Background: an optimization exercise with open tools, aiming at small area. Do not read the settings as production practice. In this exercise RTL edits were held to simulation tests only and were not proved equivalent to the original. The clock port is modelled as an ideal driver, which makes a skipped or thinned clock tree look cheaper than it is; a real chip needs a root buffer or a tree. Power and IR drop assume default switching activity.

==> job 1217 <==
## core_top
module core_top (
    input  logic        clock,
    input  logic        reset_ALUop_2_3,
    output logic [15:0] pc_addr,
    input  logic [15:0] inst,
    output logic [15:0] mem_addr,
    output logic [15:0] mem_write_data,
    output logic        mem_write,
    input  logic [15:0] mem_read_data
);
export LEC_CHECK = 0
export ABC_AREA = 1
export CAP_MARGIN = 20
export CORE_MARGIN = 2
export CORE_UTILIZATION = 40
export SLEW_MARGIN = 20
create_clock -name core_clock -period 10.0 [get_ports {clock}]
standard.sh (not shown) runs the stock make flow with config.mk's settings and CLKGATE_MAP_FILE= SYNTH_SCRIPT=/design/flow/synth_recipe.tcl, a recipe that flattens the netlist after the stock synthesis.
==> flow/flow/run.sh <==
#!/bin/bash
# Standard layout with four changes:
# - synthesis maps the logic (adders included, no separate adder mapping)
#   with an area-oriented ABC script (the registers
#   are mapped as in the standard synthesis);
# - port buffers are made from the smallest buffer;
# - every cell is downsized to its smallest drive strength after floorplan
#   (the repair steps that follow restore what timing needs);
# - a two-level clock tree (one root buffer, a few leaf buffers) is built
#   by flow/clock_tree.tcl in place of the CTS command.
# Tool output goes to standard.log.
set -o pipefail
HERE=$(pwd)
cat flow/synth_prefix.tcl synth_recipe.tcl > my_synth.tcl
export FLOW_ABC_SCRIPT="$HERE/flow/abc_area_min.script"
export BUFFER_PORTS_ARGS="-buffer_cell sky130_fd_sc_hd__buf_1"
export POST_FLOORPLAN_TCL="$HERE/flow/downsize.tcl"
export PRE_CTS_TCL="$HERE/flow/clock_tree.tcl"
export CLK_GROUPS=9
export CLK_BUF=sky130_fd_sc_hd__clkbuf_8
export CLK_ROOT=sky130_fd_sc_hd__clkbuf_16
bash standard.sh SYNTH_SCRIPT="$HERE/my_synth.tcl" ADDER_MAP_FILE= finish > standard.log 2>&1
==> flow/flow/clock_tree.tcl <==
# Clock tree built by hand before the CTS step (sourced as PRE_CTS_TCL):
# the registers are split into CLK_GROUPS groups of neighbours, each driven
# by one leaf clock buffer (CLK_BUF) placed at the group's centre; one root
# buffer (CLK_ROOT) at the centre of the leaves drives them, and the clock
# port drives only the root. The CTS command itself is then replaced by a no-op, and
# the rest of the CTS step (legalisation, timing repair) runs as usual.
set ngroups [expr {[info exists ::env(CLK_GROUPS)] ? $::env(CLK_GROUPS) : 4}]
set bufname [expr {[info exists ::env(CLK_BUF)] ? $::env(CLK_BUF) : "sky130_fd_sc_hd__clkbuf_8"}]
set rootname [expr {[info exists ::env(CLK_ROOT)] ? $::env(CLK_ROOT) : "sky130_fd_sc_hd__clkbuf_16"}]

set db [ord::get_db]
set blk [ord::get_db_block]
set master [$db findMaster $bufname]
set clk_net [$blk findNet clock]

set sinks {}
foreach it [$clk_net getITerms] {
  set bb [[$it getInst] getBBox]
  lappend sinks [list $it [expr {([$bb xMin] + [$bb xMax]) / 2}] [expr {([$bb yMin] + [$bb yMax]) / 2}]]
}
puts "clock_tree: [llength $sinks] sinks, $ngroups groups of $bufname"

# split a list of sinks into n groups of neighbours, alternating the axis
proc split_sinks {sinks n axis} {
  if {$n <= 1} { return [list $sinks] }
  set idx [expr {$axis == 0 ? 1 : 2}]
  set sorted [lsort -integer -index $idx $sinks]
  set n1 [expr {$n / 2}]
  set k [expr {int(round([llength $sorted] * double($n1) / $n))}]
  set a [lrange $sorted 0 [expr {$k - 1}]]
  set b [lrange $sorted $k end]
  return [concat [split_sinks $a $n1 [expr {1 - $axis}]] [split_sinks $b [expr {$n - $n1}] [expr {1 - $axis}]]]
}

set die [$blk getDieArea]
set axis [expr {([$die xMax] - [$die xMin]) >= ([$die yMax] - [$die yMin]) ? 0 : 1}]
set root [odb::dbInst_create $blk [$db findMaster $rootname] "clkbuf_root"]
set root_net [odb::dbNet_create $blk "clk_root"]
$root_net setSigType CLOCK
[$root findITerm A] connect $clk_net
[$root findITerm X] connect $root_net
set lx 0; set ly 0
set gi 0
foreach grp [split_sinks $sinks $ngroups $axis] {
  set sx 0; set sy 0
  foreach s $grp { incr sx [lindex $s 1]; incr sy [lindex $s 2] }
  set cx [expr {$sx / [llength $grp]}]
  set cy [expr {$sy / [llength $grp]}]
  set inst [odb::dbInst_create $blk $master "clkbuf_grp_$gi"]
  set net [odb::dbNet_create $blk "clk_grp_$gi"]
  $net setSigType CLOCK
  foreach s $grp {
    set it [lindex $s 0]
    $it disconnect
    $it connect $net
  }
  [$inst findITerm A] connect $root_net
  [$inst findITerm X] connect $net
  $inst setLocation $cx $cy
  $inst setPlacementStatus PLACED
  puts "clock_tree: group $gi: [llength $grp] sinks, buffer at $cx $cy"
  incr lx $cx; incr ly $cy
  incr gi
}
$root setLocation [expr {$lx / $gi}] [expr {$ly / $gi}]
$root setPlacementStatus PLACED

rename clock_tree_synthesis orig_clock_tree_synthesis
proc clock_tree_synthesis {args} {
  puts "clock_tree: CTS command skipped, tree built by clock_tree.tcl"
  set_propagated_clock [all_clocks]
}
Other scripts of this flow, unchanged in this note and not shown: flow/flow/abc_area_min.script, flow/flow/downsize.tcl, flow/flow/synth_prefix.tcl
==> inputs of job 2543, as changes to job 1217 <==
--- a/flow/flow/run.sh
+++ b/flow/flow/run.sh
@@ -16,7 +16,7 @@
 export BUFFER_PORTS_ARGS="-buffer_cell sky130_fd_sc_hd__buf_1"
 export POST_FLOORPLAN_TCL="$HERE/flow/downsize.tcl"
 export PRE_CTS_TCL="$HERE/flow/clock_tree.tcl"
-export CLK_GROUPS=9
+export CLK_GROUPS=8
 export CLK_BUF=sky130_fd_sc_hd__clkbuf_8
-export CLK_ROOT=sky130_fd_sc_hd__clkbuf_16
+export CLK_ROOT=sky130_fd_sc_hd__clkbuf_8
 bash standard.sh SYNTH_SCRIPT="$HERE/my_synth.tcl" ADDER_MAP_FILE= finish > standard.log 2>&1
--- a/flow/config.mk
+++ b/flow/config.mk
@@ -8,5 +8,6 @@
 export ABC_AREA = 1
 export CAP_MARGIN = 20
 export CORE_MARGIN = 2
-export CORE_UTILIZATION = 40
+export CORE_UTILIZATION = 65
+export PLACE_DENSITY = 0.75
 export SLEW_MARGIN = 20
==> impl_metrics.ini <==
[run_status]
outcome = no timing/DRC/antenna violations

[hold_path]
worstHoldStart = rf[7][10]

[place]
gp_congestion = 0.9089

[layout]
drive_above_1_share_pct = 1.965
final_util_pct = 75.27
fin_nets = 545

[floorplan]
die_h_um = 91.38

[sta]
relSlewSlack_pct = 41.81
worstMarginPinSlew_ns = 0.8697

[drt]
wl_met2_um = 4150
wl_per_cell_um = 14.71

[critical_path]
arrival_ns = 5.33

[power]
p_clk_share_pct = 24.6
p_switching_uw = 230.5
powerComb_uw = 64.7
# the run above: job 2543

==> impl_metrics.ini <==
[run_status]
outcome = no timing/DRC/antenna violations

[place]
gp_congestion = 0.8097

[layout]
drive_above_1_share_pct = 2.157
final_util_pct = 46.67
fin_nets = 546

[drt]
wl_per_cell_um = 13.09
wl_met2_um = 3977

[power]
p_switching_uw = 235.6
powerComb_uw = 65.3
# the run above: job 1217

No run of this note takes its clock network from TritonCTS; it comes from the design's own scripts or RTL.

---

==> run C: inputs <==
==> flow/design.v <==
module core_top (
    input  logic        clock,
    input  logic        reset_ALUop_2_3,
    output logic [15:0] pc_addr,
    input  logic [15:0] inst,
    output logic [15:0] mem_addr,
    output logic [15:0] mem_write_data,
    output logic        mem_write,
    input  logic [15:0] mem_read_data
);
    logic [15:0] pc;
    logic [3:0]  phase;
    always_ff @(posedge clock or posedge reset_ALUop_2_3) begin
        if (reset_ALUop_2_3) {pc, phase} <= '0;
        else                 {pc, phase} <= {pc, phase} + 20'd1;
    end
    logic ph0, ph15;
    assign ph0  = (phase == 4'd0);
    assign ph15 = (phase == 4'd15);
    logic       pk_clear;   
    logic       pk_load;    
    logic [2:0] pd;         
    logic [3:0] ps;         
    logic       st_pend;    
    logic [1:0] cls;
    logic [2:0] ra, rb;
    logic [3:0] funct, sh;
    assign cls   = inst[15:14];
    assign ra    = inst[13:11];
    assign rb    = inst[10:8];
    assign funct = inst[7:4];
    assign sh    = inst[3:0];
    logic [15:0] rf [1:7];
    logic [7:0]  tails;
    logic        late_bit;    
    assign tails[0] = 1'b0;
    genvar gi;
    generate
        for (gi = 1; gi < 8; gi++) begin : g_reg
            logic wr;
            assign wr = pk_clear || (pd == 3'(gi));
            assign tails[gi] = rf[gi][0];
            always_ff @(posedge clock) begin
                rf[gi] <= {(wr ? late_bit : rf[gi][0]), rf[gi][15:1]};
            end
        end
    endgenerate
    logic pd_nz;
    logic a_bit, b_bit;
    assign pd_nz = (pd != 3'd0);
    assign a_bit = (pk_clear || (pd_nz && ra == pd)) ? late_bit : tails[ra];
    assign b_bit = (pk_clear || (pd_nz && rb == pd)) ? late_bit : tails[rb];
    logic [15:0] A, D;
    logic        a_in, d_in;
    always_ff @(posedge clock) begin
        if (pk_load && ph0) A <= {a_in, mem_read_data[15:1]};
        else                A <= {a_in, A[15:1]};
        D <= {d_in, D[15:1]};
    end
    logic a_tap, srl_ok;
    assign a_tap  = A[ps];
    assign srl_ok = (phase <= ~ps);
    always_comb begin
        if (pk_clear)             late_bit = 1'b0;
        else if (pk_load && ph0)  late_bit = mem_read_data[0];
        else                      late_bit = a_tap && srl_ok;
    end
    logic imm_bit, is_mem, is_sub, y, cin, sum, carry;
    assign imm_bit = phase[3] ? inst[7] : inst[phase[2:0]];
    assign is_mem  = !cls[1];
    assign is_sub  = (cls == 2'b11) && (funct == 4'd1);
    assign y       = (is_mem ? imm_bit : a_bit) ^ is_sub;
    assign cin     = ph0 ? is_sub : carry;
    assign sum     = b_bit ^ y ^ cin;
    always_ff @(posedge clock) begin
        carry <= (b_bit & y) | (b_bit & cin) | (y & cin);
    end
    logic sll_bit;
    logic [15:0] d_taps;
    assign d_taps = {D[1], D[2], D[3], D[4], D[5], D[6], D[7], D[8],
                     D[9], D[10], D[11], D[12], D[13], D[14], D[15], b_bit};
    assign sll_bit = (phase >= sh) && d_taps[sh];
    logic alu_bit;
    always_comb begin
        case (funct)
            4'd2:    alu_bit = a_bit & b_bit;
            4'd3:    alu_bit = a_bit | b_bit;
            4'd4:    alu_bit = a_bit ^ b_bit;
            4'd8:    alu_bit = sll_bit;
            4'd9:    alu_bit = b_bit;      
            default: alu_bit = sum;
        endcase
    end
    always_comb begin
        case (cls)
            2'b10:   a_in = imm_bit;
            2'b11:   a_in = alu_bit;
            default: a_in = sum;
        endcase
    end
    assign d_in = cls[1] ? b_bit : a_bit;
    logic       funct_ok;
    logic [2:0] dest;
    always_comb begin
        case (funct)
            4'd0, 4'd1, 4'd2, 4'd3, 4'd4, 4'd8, 4'd9: funct_ok = 1'b1;
            default:                                  funct_ok = 1'b0;
        endcase
        case (cls)
            2'b00:   dest = ra;
            2'b01:   dest = 3'd0;
            2'b10:   dest = rb;
            default: dest = funct_ok ? rb : 3'd0;
        endcase
    end
    always_ff @(posedge clock or posedge reset_ALUop_2_3) begin
        if (reset_ALUop_2_3) begin
            pk_clear <= 1'b1;
            st_pend  <= 1'b0;
        end else if (ph15) begin
            pk_clear <= 1'b0;
            st_pend  <= (cls == 2'b01);
        end
    end
    always_ff @(posedge clock) begin
        if (ph15) begin
            pk_load <= (cls == 2'b00);
            pd      <= dest;
            ps      <= ((cls == 2'b11) && (funct == 4'd9)) ? sh : 4'd0;
        end
    end
    assign pc_addr        = pc;
    assign mem_addr       = A;
    assign mem_write_data = D;
    assign mem_write      = st_pend && ph0;
endmodule
==> flow/run.sh <==
#!/bin/bash
# synth_recipe.tcl (not shown) runs the flow's synth.tcl, then flattens the netlist and writes it again
# the make line also repeats each setting of config.mk as NAME=value (left out here)
make -C /OpenROAD-flow-scripts/flow DESIGN_CONFIG=/design/flow/config.mk WORK_HOME=/design/flow/orfs CLKGATE_MAP_FILE= SYNTH_SCRIPT=/design/flow/synth_recipe.tcl finish
==> flow/config.mk <==
export PLATFORM = sky130hd
export DESIGN_NAME = core_top
export DESIGN_NICKNAME = core_top
export VERILOG_FILES = /design/flow/design.v
export SDC_FILE = /design/flow/constraint.sdc
export NUM_CORES = 4
export LEC_CHECK = 0
export CAP_MARGIN = 20
export CORE_MARGIN = 2
export CORE_UTILIZATION = 40
export SLEW_MARGIN = 20
==> flow/constraint.sdc <==
create_clock -name core_clock -period 10.0 [get_ports {clock}]
set_input_delay 2.0000 -clock core_clock [delete_from_list [all_inputs] [get_ports {clock}]]
set_output_delay 2.0000 -clock core_clock [all_outputs]
set_load 0.01 [all_outputs]
==> inputs of run F, as changes to run C <==
==> flow/design.v, changed modules only <==
module core_top (
    input  logic        clock,
    input  logic        reset_ALUop_2_3,
    output logic [15:0] pc_addr,
    input  logic [15:0] inst,
    output logic [15:0] mem_addr,
    output logic [15:0] mem_write_data,
    output logic        mem_write,
    input  logic [15:0] mem_read_data
);
    logic [15:0] pc;
    logic [3:0]  phase;
    always_ff @(posedge clock or posedge reset_ALUop_2_3) begin
        if (reset_ALUop_2_3) {pc, phase} <= '0;
        else                 {pc, phase} <= {pc, phase} + 20'd1;
    end
    logic ph0, ph15;
    assign ph0  = (phase == 4'd0);
    assign ph15 = (phase == 4'd15);
    logic       pk_clear;   
    logic       pk_load;    
    logic [2:0] pd;         
    logic [3:0] ps;         
    logic       st_pend;    
    logic [1:0] cls;
    logic [2:0] ra, rb;
    logic [3:0] funct, sh;
    assign cls   = inst[15:14];
    assign ra    = inst[13:11];
    assign rb    = inst[10:8];
    assign funct = inst[7:4];
    assign sh    = inst[3:0];
    logic [15:0] rf [1:7];
    logic        late_bit;    
    logic [7:0] heads;
    assign heads[0] = 1'b0;
    genvar gi;
    generate
        for (gi = 1; gi < 8; gi++) begin : g_reg
            logic wr;
            assign wr = pk_clear || (pd == 3'(gi));
            assign heads[gi] = wr ? late_bit : rf[gi][0];
            always_ff @(posedge clock) begin
                rf[gi] <= {heads[gi], rf[gi][15:1]};
            end
        end
    endgenerate
    logic a_bit, b_bit;
    assign a_bit = heads[ra];
    assign b_bit = heads[rb];
    logic [15:0] A, D;
    logic        a_in, d_in;
    always_ff @(posedge clock) begin
        if (pk_load && ph0) A <= {a_in, mem_read_data[15:1]};
        else                A <= {a_in, A[15:1]};
        D <= {d_in, D[15:1]};
    end
    logic a_tap, srl_ok;
    assign a_tap  = A[ps];
    assign srl_ok = (phase <= ~ps);
    always_comb begin
        if (pk_clear)             late_bit = 1'b0;
        else if (pk_load && ph0)  late_bit = mem_read_data[0];
        else                      late_bit = a_tap && srl_ok;
    end
    logic imm_bit, is_mem, is_sub, y, cin, sum, carry;
    assign imm_bit = phase[3] ? inst[7] : inst[phase[2:0]];
    assign is_mem  = !cls[1];
    assign is_sub  = (cls == 2'b11) && (funct == 4'd1);
    assign y       = (is_mem ? imm_bit : a_bit) ^ is_sub;
    assign cin     = ph0 ? is_sub : carry;
    assign sum     = b_bit ^ y ^ cin;
    always_ff @(posedge clock) begin
        carry <= (b_bit & y) | (b_bit & cin) | (y & cin);
    end
    logic sll_bit;
    logic [15:0] d_taps;
    assign d_taps = {D[1], D[2], D[3], D[4], D[5], D[6], D[7], D[8],
                     D[9], D[10], D[11], D[12], D[13], D[14], D[15], b_bit};
    assign sll_bit = (phase >= sh) && d_taps[sh];
    logic alu_bit;
    always_comb begin
        if (funct[3])      alu_bit = funct[0] ? b_bit : sll_bit;  
        else if (funct[2]) alu_bit = a_bit ^ b_bit;
        else if (funct[1]) alu_bit = funct[0] ? (a_bit | b_bit) : (a_bit & b_bit);
        else               alu_bit = sum;
    end
    always_comb begin
        case (cls)
            2'b10:   a_in = imm_bit;
            2'b11:   a_in = alu_bit;
            default: a_in = sum;
        endcase
    end
    assign d_in = cls[1] ? b_bit : a_bit;
    logic       funct_ok;
    logic [2:0] dest;
    always_comb begin
        case (funct)
            4'd0, 4'd1, 4'd2, 4'd3, 4'd4, 4'd8, 4'd9: funct_ok = 1'b1;
            default:                                  funct_ok = 1'b0;
        endcase
        case (cls)
            2'b00:   dest = ra;
            2'b01:   dest = 3'd0;
            2'b10:   dest = rb;
            default: dest = funct_ok ? rb : 3'd0;
        endcase
    end
    always_ff @(posedge clock or posedge reset_ALUop_2_3) begin
        if (reset_ALUop_2_3) begin
            pk_clear <= 1'b1;
            st_pend  <= 1'b0;
        end else if (ph15) begin
            pk_clear <= 1'b0;
            st_pend  <= (cls == 2'b01);
        end
    end
    always_ff @(posedge clock) begin
        if (ph15) begin
            pk_load <= (cls == 2'b00);
            pd      <= dest;
            ps      <= ((cls == 2'b11) && (funct == 4'd9)) ? sh : 4'd0;
        end
    end
    assign pc_addr        = pc;
    assign mem_addr       = A;
    assign mem_write_data = D;
    assign mem_write      = st_pend && ph0;
endmodule
==> flow/flow/run.sh (new file) <==
#!/bin/bash
# Standard layout with three changes: port buffers made from the smallest
# buffer, every cell downsized to its smallest drive strength after
# floorplan (the repair steps that follow restore what timing needs), and
# clock tree options for a small tree without dummy loads.
set -o pipefail
HERE=$(pwd)
export BUFFER_PORTS_ARGS="-buffer_cell sky130_fd_sc_hd__buf_1"
export POST_FLOORPLAN_TCL="$HERE/flow/downsize.tcl"
export CTS_ARGS="-sink_clustering_enable -repair_clock_nets -dont_use_dummy_load -buf_list {sky130_fd_sc_hd__clkbuf_8} -sink_clustering_size 16"
bash standard.sh > standard.log 2>&1
==> flow/flow/downsize.tcl (new file) <==
set lib_area {}
foreach lc [get_lib_cells sky130_fd_sc_hd__*] {
  set n [get_name $lc]
  dict set lib_area $n [get_property $lc area]
}
set dont_use [split $::env(DONT_USE_CELLS)]
set n_changed 0
foreach inst [get_cells *] {
  set m [get_property [get_lib_cells -of_objects $inst] name]
  if {![regexp {^(sky130_fd_sc_hd__[a-z0-9]+)_([0-9]+)$} $m -> base drv]} { continue }
  set best $m
  set best_a [dict get $lib_area $m]
  dict for {n a} $lib_area {
    if {[regexp "^${base}_(\[0-9\]+)\$" $n] && [lsearch -exact $dont_use $n] < 0 && $a < $best_a} {
      set best $n
      set best_a $a
    }
  }
  if {$best ne $m} {
    replace_cell $inst $best
    incr n_changed
  }
}
puts "downsize: replaced $n_changed cells"
==> flow/standard.sh (new file) <==
#!/bin/bash
# synth_recipe.tcl (not shown) runs the flow's synth.tcl, then flattens the netlist and writes it again
# the make line also repeats each setting of config.mk as NAME=value (left out here)
make -C /OpenROAD-flow-scripts/flow DESIGN_CONFIG=/design/flow/config.mk WORK_HOME=/design/flow/orfs CLKGATE_MAP_FILE= SYNTH_SCRIPT=/design/flow/synth_recipe.tcl "${@:-finish}"
- ABC_AREA: unset -> 1
removed: flow/run.sh
==> comparison <==
Of run F and run C, run C has the higher design area (gap about 14%, measured against run C). Against run C, the setup slack of run F is higher by 530 ps. Of run C and run F, run C has the higher hold slack (gap 20 ps). Of run F and run C, run F has the higher synthesized cell count (gap about 22%, measured against run C). Non-clock buffer count: run C is lower than run F (1).
==> figures <==
	run F	run C
Highest-delay cell along the critical path	sky130_fd_sc_hd__fa_1	sky130_fd_sc_hd__clkdlybuf4s50_1
Slack of the critical path	5830 ps	5290 ps
Area of the mapped netlist	0.00561 sq mm	0.00556 sq mm
Outcome	finished clean	finished clean
Number of placed instances, taps included	760	662
Layout-to-synthesis area ratio	1.099x	1.291x
Width of the chip	122 um	122 um
Aggregate routed wire length	9.72 mm	10.2 mm
Min cycle time layout	4170 ps	4710 ps
Combinational cell power	0.0000713 W	0.0000855 W
Req. time, crit path	10,370 ps	10,360 ps

[what the ideal ports hide]
How much do the figures lean on ideal ports? The routed layouts below were timed once more, with nothing changed but the port constraints. Step 1, drivers: a clkbuf_16 drives clock and a buf_2 each remaining input, both assumed. Step 2 moves the port delays by t, midway between the first and last clock arrival at a register: inputs arrive t later, outputs are due t later. That takes back most of the time a late clock gives input paths. Three values: no drivers, after step 1, after step 2; two values: the first two.
| run | t (ns) | setup slack, ns | clock arrival spread, ns | worst slew at a driven data input, ns | cell pins on the clock port's net |
|---|---|---|---|---|---|
| job 1217 | 0.381 | 5.135 / 5.135 / 4.924 | 0.010 / 0.010 | 0.06 | 1 |
| job 2543 | 0.422 | 4.998 / 4.998 / 4.921 | 0.018 / 0.018 | 0.05 | 1 |
| run C | 0.458 | 5.294 / 5.306 / 4.849 | 0.009 / 0.009 | 0.06 | 1 |
| run F | 0.472 | 5.825 / 5.830 / 5.358 | 0.038 / 0.039 | 0.05 | 1 |
After both steps every run listed still meets setup and hold. The setup slack of run F, which loses most, moves by +0.005 ns with the drivers and by -0.467 ns with both steps.
